What follows belongs to an exercise in optimizing a design on an open flow for small area, a short achievable clock period and few clock cycles; a production flow would make more cautious choices.
Function was checked by simulation only, so behaviour that the tests miss may differ from the original.

## v44
==> flow/design.v (excerpt) <==
module md_slow_top (
	input  logic        clk_i,
	input  logic        rst_ni,
	input  logic        mult_en_i,
	input  logic        div_en_i,
	input  logic [1:0]  operator_i,
	input  logic [1:0]  signed_mode_i,
	input  logic [31:0] op_a_i,
	input  logic [31:0] op_b_i,
	output logic [31:0] result_o,
	output logic        valid_o
);
	localparam logic [2:0] S_IDLE = 3'd0;
	localparam logic [2:0] S_PREP = 3'd1;
	localparam logic [2:0] S_ITER = 3'd2;
	localparam logic [2:0] S_DONE = 3'd3;
	localparam logic [2:0] S_FIX  = 3'd4;
	logic [2:0]  st_q, st_d;
	logic [4:0]  cnt_q, cnt_d;
	logic [35:0] r_q, r_d;      
	logic [31:0] l_q, l_d;      
	logic [32:0] d_q;           
	logic [11:0] x_q, x_d;      
	logic [7:0]  bs_q, bs_d;    
	logic [4:0]  asel_q, asel_d;  
	logic        outl_q, outl_d;  
	logic        sa_q;          
	logic        sb_q;          
	logic [1:0]  op_q;          
	logic en;
	logic is_div;
	logic is_mulh;
	assign en      = mult_en_i | div_en_i;
	assign is_div  = operator_i[1];
	assign is_mulh = (operator_i == 2'd1);
	logic is_div_q, is_mulh_q;
	assign is_div_q  = op_q[1];
	assign is_mulh_q = (op_q == 2'd1);
	logic        sign_a, sign_b;
	logic [31:0] xa, xb;
	logic        b_zero;
	assign sign_a = op_a_i[31] & signed_mode_i[0];
	assign sign_b = op_b_i[31] & signed_mode_i[1];
	assign xa     = op_a_i ^ {32{sign_a}};
	assign xb     = op_b_i ^ {32{sign_b}};
	assign b_zero = (op_b_i == 32'd0);
	logic [31:0] a_xs, b_xs;
	logic [3:0]  c0a, c0b, c0;
	logic        swap;
	assign a_xs = op_a_i ^ {32{op_a_i[31]}};
	assign b_xs = op_b_i ^ {32{op_b_i[31]}};
	always_comb begin
		c0a = 4'd7;
		c0b = 4'd7;
		for (int c = 6; c >= 0; c--) begin
			if ((a_xs >> (4*c+3)) == 32'd0) c0a = 4'(c);
			if ((b_xs >> (4*c+3)) == 32'd0) c0b = 4'(c);
		end
	end
	assign swap = (operator_i == 2'd0) & (c0a < c0b);
	assign c0   = swap ? c0a : c0b;
	always_ff @(posedge clk_i) begin
		d_q  <= is_div ? {1'b0, xb} : (swap ? {1'b0, op_b_i} : {sign_a, op_a_i});
		sa_q <= sign_a;
		sb_q <= sign_b;
	end
	function automatic logic [5:0] msbpos(input logic [31:0] x);
		logic [15:0] v2;
		logic [7:0]  v3;
		logic [3:0]  v4;
		logic [1:0]  v5;
		logic [15:0] p1;
		logic [15:0] p2;
		logic [11:0] p3;
		logic [7:0]  p4;
		logic [4:0]  p5;
		for (int i = 0; i < 16; i++) begin
  ...
Size: ~2900 cells after synthesis, about 140 flip-flops, roughly 18000 um2 of cells after synthesis.
Settings: LEC_CHECK=0, ABC_AREA=1, CAP_MARGIN=20, CORE_MARGIN=2, CORE_UTILIZATION=55, SETUP_SLACK_MARGIN=3.0, SLEW_MARGIN=20; clock period 8.0 ns.
standard.sh (not shown) runs the stock make flow with config.mk's settings and CLKGATE_MAP_FILE= SYNTH_SCRIPT=/design/flow/synth_recipe.tcl, a recipe that flattens the netlist after the stock synthesis.
==> flow/flow/run.sh <==
#!/bin/bash
# The standard layout, except that the port buffers are plain buf_2 cells
# instead of the delay-cell buffers that buffer_ports picks by default.
# make's full output goes to flow.log in the work folder.
set -euo pipefail
bash standard.sh "BUFFER_PORTS_ARGS=-buffer_cell sky130_fd_sc_hd__buf_2" finish > flow.log 2>&1
v44 completed every stage of the flow, and the final layout passed the timing, DRC and antenna checks.
Testbench counts of v44, summed over its fixed seeds: cycles 19,363.
Edits applied to the flow inputs when going from v44 to v31:
Settings: changing CORE_UTILIZATION from 55 to 45; changing SETUP_SLACK_MARGIN from 3.0 to 2.5.
==> flow/run.sh (new file) <==
#!/bin/bash
# synth_recipe.tcl (not shown) runs the flow's synth.tcl, then flattens the netlist and writes it again
# the make line also repeats each setting of config.mk as NAME=value (left out here)
make -C /OpenROAD-flow-scripts/flow DESIGN_CONFIG=/design/flow/config.mk WORK_HOME=/design/flow/orfs CLKGATE_MAP_FILE= SYNTH_SCRIPT=/design/flow/synth_recipe.tcl finish
removed: flow/flow/run.sh
removed: flow/standard.sh
==> summary.txt <==
- Clock buffer instance count of the final layout up 6 in v31 wrt v44
- v31 ends up with a global-route usage that is 6.0 points lower than in v44.
- From v44 to v31, CTS H-tree depth did not move at all.
- bs_q[0]$_DFFE_PN_ as the end point of the critical path was reported by v44, and bs_q[4]$_SDFFCE_PP0N_ by v31.
- There was hardly any difference in post-detailed-routing wire length between v31 and v44.
- From v44 to v31 the numbers moved as follows: cell area after layout went down by 0.80%.
Inputs modified between v31 and v2:
Settings: SETUP_SLACK_MARGIN changed from 2.5 to 3.0.
==> flow/flow/run.sh (new file) <==
#!/bin/bash
# The standard layout, except that the port buffers are plain buf_2 cells
# instead of the delay-cell buffers that buffer_ports picks by default.
# make's full output goes to flow.log in the work folder.
set -euo pipefail
bash standard.sh "BUFFER_PORTS_ARGS=-buffer_cell sky130_fd_sc_hd__buf_2" finish > flow.log 2>&1
==> flow/standard.sh (new file) <==
#!/bin/bash
# synth_recipe.tcl (not shown) runs the flow's synth.tcl, then flattens the netlist and writes it again
# the make line also repeats each setting of config.mk as NAME=value (left out here)
make -C /OpenROAD-flow-scripts/flow DESIGN_CONFIG=/design/flow/config.mk WORK_HOME=/design/flow/orfs CLKGATE_MAP_FILE= SYNTH_SCRIPT=/design/flow/synth_recipe.tcl "${@:-finish}"
removed: flow/run.sh
[summary]
Between v31 and v2, cell count increased. Compared with v31, v2 shows delay of the slowest critical-path stage lower by 0.31 ns. Looking at fraction of area in multi-input gates across v31 and v2, the one that comes out lower is v31.
Modified inputs, v20 compared to v2
Settings: a change of CORE_UTILIZATION from 45 to 25.
==> comparison <==
- v20 against v2: multi-input gate share of total cell area lost 0.86 points.
- v20: post-cts sizing count is 60% lower than what v2 reported.
- Die area | v20 > v2
- v2 → v20: effective utilization at floorplan shrank by 20 points; relative area of non-clock buffer cells in the final design fell 1.4 points.
- Looking at uppermost metal layer occupied by signal nets, the met5 result is from v2; the met4 one comes from v20.
Here is what was changed in the inputs of v9 compared with v20.
Settings: CORE_UTILIZATION: 25 -> 45; SETUP_SLACK_MARGIN: 3.0 -> 3.5.
### Flow results
- Looking at share of the final layout cell area in sequential cells, v9 sits 1.8 points lower than v20 does.
- [v9 vs v20] final period demand of the worst path: higher in v9
- Lower maximum clock skew at final layout goes to v20 over v9.
- Compared to v20, v9 has post-route clock period utilization 1.2 points higher.
- met4 as the highest metal layer with signal wires was reported by v20, and met5 by v9.
- Relative to v20, standard cell core area has decreased by 44% in v9.
- Lower number of resized instances in the post-cts repair step was reported by v20, not v9.
- Against v20, v9 reports a worst path setup slack after routing that is lower.
Edits applied to the flow inputs when going from v9 to v7:
Settings: swapping 3.5 for 2.5 in SETUP_SLACK_MARGIN.
==> comparison <==
- Cells: v7 has fewer instances than v9
- Summary of v7 over v9: final design area excluding fillers lost 3400 um2.
- Fraction of layout instances using a drive strength above 1, v9 and v7: higher on v9
- On total via count in the routed design, the lower figure sits with v7, not v9.

## re-timing with driven ports
In the flow no input, the clock included, has a driving cell. The finished layouts below were timed again as built, in two steps.
Step 1 sets driving cells, clkbuf_16 on the clock port and buf_2 on the other inputs (assumed; they add their load-dependent delay and slew).
Step 2 also shifts input and output timing later by t, the mid clock arrival at the registers, as if the neighbouring blocks saw the same clock.
Slacks: ideal / step 1 / step 2; pairs: ideal / step 1.
run | t (ns) | slack for setup (ns) | worst setup path after step 2 | worst data-port slew with drivers (ns)
v44 | 0.504 | 3.073 / 3.073 / 2.658 | input to register | 0.08
v31 | 0.504 | 2.655 / 2.681 / 2.177 | input to register | 0.04
v2 | 0.532 | 3.121 / 3.127 / 2.594 | input to register | 0.09
v20 | 0.522 | 3.111 / 3.120 / 2.598 | input to register | 0.06
v9 | 0.521 | 3.012 / 3.010 / 2.489 | input to register | 0.08
v7 | 0.508 | 2.808 / 2.808 / 2.351 | input to register | 0.04
After both steps setup and hold are still met in every run listed. The setup slack of v2, which loses most, moves by +0.006 ns with the drivers and by -0.527 ns with both steps.
